This is an optimization exercise on Yosys and OpenROAD, whose aim is small area, a short achievable clock period and few clock cycles per item, not a production implementation.
The RTL was checked by simulation tests, not by an equivalence proof against the original design.
Power is estimated from default activity; no workload was simulated.

Setup of v6:
// conv_acc
module conv_acc
(
    input  logic        clk,
    input  logic        arst_n,
    input  logic        wb_cyc,
    input  logic        wb_stb,
    input  logic        wb_we,
    input  logic [1:0]  wb_adr,
    input  logic [31:0] wb_dat_i,
    output logic        wb_ack,
    output logic [31:0] wb_dat_o
);
    localparam int DEPTH = conv_pkg::RES_DEPTH - 1;
    logic               req;
    logic               wr_operand;
    logic               rd_result;
    logic               wr_clear;
    logic               accept;
    logic               pop;
    logic               full;
    conv_pkg::operand_t op;
    logic [15:0]        cs_a;
    logic [15:0]        cs_b;
    logic               stage_v;
    logic [15:0]        st_a;
    logic [15:0]        st_b;
    logic [15:0]        mac;
    logic               head_v;
    logic [15:0]        head;
    logic [15:0]        mem [DEPTH];
    logic [4:0]         nrsel;
    logic [4:0]         rsel;
    logic               more;
    logic               shift;
    logic               take;
    logic               head_en;
    logic [15:0]        head_d;
    logic [DEPTH-1:0]   rsel_oh;
    logic [15:0]        oldest;
    logic               overflow;
    logic               underflow;
    logic               busy;
    logic [3:0]         status;
    assign req        = wb_cyc && wb_stb;
    assign wb_ack     = req;
    assign wr_operand = req &&  wb_we && !wb_adr[1] && !wb_adr[0];
    assign rd_result  = req && !wb_we && !wb_adr[1] &&  wb_adr[0];
    assign wr_clear   = req &&  wb_we &&  wb_adr[1] &&  wb_adr[0];
    assign rsel   = ~nrsel;
    assign more   = !rsel[4];
    assign full   = head_v && ((rsel == 5'd14) || (stage_v && (rsel == 5'd13)));
    assign accept = wr_operand && !full;
    assign pop    = rd_result && head_v;
    assign shift   = stage_v && head_v && (more || !pop);
    assign take    = pop && more;
    assign head_en = take || (stage_v && (!head_v || pop));
    assign head_d  = take ? oldest : mac;
  ...
For scale: roughly 870 cells after synthesis, about 300 flip-flops, roughly 13000 um^2 of cells after synthesis.
make LEC_CHECK=0 CAP_MARGIN=20 CORE_MARGIN=2 CORE_UTILIZATION=70 CTS_BUF_LIST=sky130_fd_sc_hd__clkbuf_16 CTS_CLUSTER_DIAMETER=120 CTS_CLUSTER_SIZE=30 SETUP_SLACK_MARGIN=3.8 SLEW_MARGIN=20 SYNTH_HIERARCHICAL=1 TNS_END_PERCENT=100 finish   # period 7.0 ns
run.sh (not shown) runs the stock make flow with config.mk's settings and CLKGATE_MAP_FILE= SYNTH_SCRIPT=/design/flow/synth_recipe.tcl, a recipe that flattens the netlist after the stock synthesis.
Testbench counts of v6, summed over its fixed seeds: cycles 9,600, items 3,200.
Edits applied to the flow inputs when going from v6 to v7:
- a change of CORE_UTILIZATION from 70 to 60
v7 completed; timing, DRC and antenna clean
Looking at last element of the critical path, the wb_dat_o[1] result is from v6; the wb_dat_o[10] one comes from v7.
[compare] base=v6 new=v7: post-place instance area now sits higher, area fraction of clock buffers and clock inverters shows no meaningful change, clock power roughly the same, met3 routing resource usage after global routing moved down, floorplan die width +7.8%.

========
Another version of the RTL of conv_acc (not shown whole).
Size in the first run: about 72 I/O pins, roughly 13000 µm² of cells after synthesis.
make LEC_CHECK=0 CAP_MARGIN=20 CORE_MARGIN=2 CORE_UTILIZATION=70 CTS_BUF_LIST=sky130_fd_sc_hd__clkbuf_16 CTS_CLUSTER_DIAMETER=120 CTS_CLUSTER_SIZE=30 PLACE_DENSITY=0.75 SETUP_SLACK_MARGIN=3.8 SLEW_MARGIN=20 SYNTH_HIERARCHICAL=1 TNS_END_PERCENT=100 finish   # period 7.0 ns
Testbench counts at the start, summed over its fixed seeds: cycles 9,600, items 3,200.
Rerun with:
==> flow/flow/run.sh (new file) <==
#!/bin/bash
# The standard layout, with plain buffers (resized later as timing needs)
# on the ports instead of the delay cells port buffering picks by default.
set -e
cat >> config.mk <<'EOC'
export BUFFER_PORTS_ARGS = -buffer_cell sky130_fd_sc_hd__buf_1
EOC
bash standard.sh > standard.log 2>&1
==> flow/standard.sh (new file) <==
#!/bin/bash
# synth_recipe.tcl (not shown) runs the flow's synth.tcl, then flattens the netlist and writes it again
# the make line also repeats each setting of config.mk as NAME=value (left out here)
make -C /OpenROAD-flow-scripts/flow DESIGN_CONFIG=/design/flow/config.mk WORK_HOME=/design/flow/orfs CLKGATE_MAP_FILE= SYNTH_SCRIPT=/design/flow/synth_recipe.tcl "${@:-finish}"
Settings changed: BUFFER_PORTS_ARGS set to -buffer_cell sky130_fd_sc_hd__buf_1, PLACE_DENSITY 0.75 to not set.
removed: flow/run.sh
Outcome: Clock skew stays flat; setup slack gets worse by 4.2 ps; first-iteration DRC count goes down by a quarter to a third.
Rerun with:
==> flow/run.sh (new file) <==
#!/bin/bash
# synth_recipe.tcl (not shown) runs the flow's synth.tcl, then flattens the netlist and writes it again
# the make line also repeats each setting of config.mk as NAME=value (left out here)
make -C /OpenROAD-flow-scripts/flow DESIGN_CONFIG=/design/flow/config.mk WORK_HOME=/design/flow/orfs CLKGATE_MAP_FILE= SYNTH_SCRIPT=/design/flow/synth_recipe.tcl finish
Settings changed: BUFFER_PORTS_ARGS -buffer_cell sky130_fd_sc_hd__buf_1 to not set, TNS_END_PERCENT 100 to 20.
removed: flow/flow/run.sh
removed: flow/standard.sh
After rerunning:
- The new run completed without violations
- setup slack gets worse by 8.8 ps
- critical path depth does not change
- total power stays flat
- sequential power barely changes
- non-clock buffer count goes down by 4
- final area is about the same
- routed wire length drops by 1.8%
- combinational power hardly moves
- flip-flop and latch count is unchanged
- die area is unchanged
- first-iteration DRC count came out higher by 17%
Rerun with:
==> flow/flow/run.sh (new file) <==
#!/bin/bash
# The standard layout, with the bus control, address and read data pins
# placed together on one edge (flow/io.tcl).
set -e
echo "export IO_CONSTRAINTS = $PWD/flow/io.tcl" >> config.mk
bash standard.sh > standard.log 2>&1
==> flow/flow/io.tcl (new file) <==
# Keep the bus control, address and read data pins together on one edge:
# the read data is a gate or two from the address and the head register.
set_io_pin_constraint -group -order -region left:* -pin_names {
  wb_dat_o[15] wb_dat_o[14] wb_dat_o[13] wb_dat_o[12]
  wb_dat_o[11] wb_dat_o[10] wb_dat_o[9] wb_dat_o[8]
  wb_dat_o[7] wb_dat_o[6] wb_dat_o[5] wb_dat_o[4]
  wb_ack wb_cyc wb_stb wb_adr[0] wb_adr[1]
  wb_dat_o[3] wb_dat_o[2] wb_dat_o[1] wb_dat_o[0]
}
==> flow/standard.sh (new file) <==
#!/bin/bash
# synth_recipe.tcl (not shown) runs the flow's synth.tcl, then flattens the netlist and writes it again
# the make line also repeats each setting of config.mk as NAME=value (left out here)
make -C /OpenROAD-flow-scripts/flow DESIGN_CONFIG=/design/flow/config.mk WORK_HOME=/design/flow/orfs CLKGATE_MAP_FILE= SYNTH_SCRIPT=/design/flow/synth_recipe.tcl "${@:-finish}"
Settings changed: IO_CONSTRAINTS set to /design/flow/flow/io.tcl, TNS_END_PERCENT 20 to 100.
removed: flow/run.sh
=> Global-route usage went up by 0.62 points; synthesized area does not change; cell count stays flat.
Rerun with:
==> flow/run.sh (new file) <==
#!/bin/bash
# synth_recipe.tcl (not shown) runs the flow's synth.tcl, then flattens the netlist and writes it again
# the make line also repeats each setting of config.mk as NAME=value (left out here)
make -C /OpenROAD-flow-scripts/flow DESIGN_CONFIG=/design/flow/config.mk WORK_HOME=/design/flow/orfs CLKGATE_MAP_FILE= SYNTH_SCRIPT=/design/flow/synth_recipe.tcl finish
Settings changed: CORE_UTILIZATION 70 to 60, IO_CONSTRAINTS /design/flow/flow/io.tcl to not set.
removed: flow/flow/run.sh
removed: flow/flow/io.tcl
removed: flow/standard.sh
What happened: The new run completed with no timing, DRC or antenna violations. Non-clock buffer count grows by 4. Register-to-register slack gets better by 50 ps. Global-route usage decreases by 2.9 points. Flip-flop and latch count stays the same.
Rerun with:
Settings changed: ABC_AREA set to 1, CORE_UTILIZATION 60 to 70.
=>
- The changed run went through all stages and came out clean
- flip-flop and latch count is unchanged
- sequential share of layout area falls by 4.6 points
- synthesized area is higher by 9.4%
- global-route usage went up by 3.5 points
- die area falls by 6.1%
- worst setup slack loses 48 ps
- combinational power climbs by about 9%

==> port drivers added, routing unchanged <==
No port has a modelled driver above. Below, the same layouts with a new extraction and two added sets of constraints.
Step 1 (the two cells are an assumption about what drives the block):
set clk [get_ports {clk}]
set_driving_cell -lib_cell sky130_fd_sc_hd__clkbuf_16 $clk
set_driving_cell -lib_cell sky130_fd_sc_hd__buf_2 [delete_from_list [all_inputs] $clk]
Step 2 moves the port delays by t, midway between the first and last clock arrival at a register: inputs arrive t later, outputs are due t later. That takes back most of the time a late clock gives input paths.
Three values: ideal, step 1, step 2; two values: the first two.
run	shift t [ns]	setup WS [ns]	cell pins on the clock port's net
v6	0.532	3.676 / 3.532 / 3.195	1
v7	0.540	3.624 / 3.467 / 3.175	1
the first run of note 2	0.529	3.708 / 3.487 / 3.223	1
the second run of note 2	0.518	3.703 / 3.457 / 3.066	1
the third run of note 2	0.535	3.695 / 3.490 / 3.229	1
the fourth run of note 2	0.520	3.694 / 3.554 / 3.208	1
the fifth run of note 2	0.525	3.717 / 3.484 / 3.126	1
the sixth run of note 2	0.530	3.670 / 3.438 / 3.324	1
After both steps setup and hold are still met in every run listed. The setup slack of the second run of note 2, which loses most, moves by -0.246 ns with the drivers and by -0.637 ns with both steps.
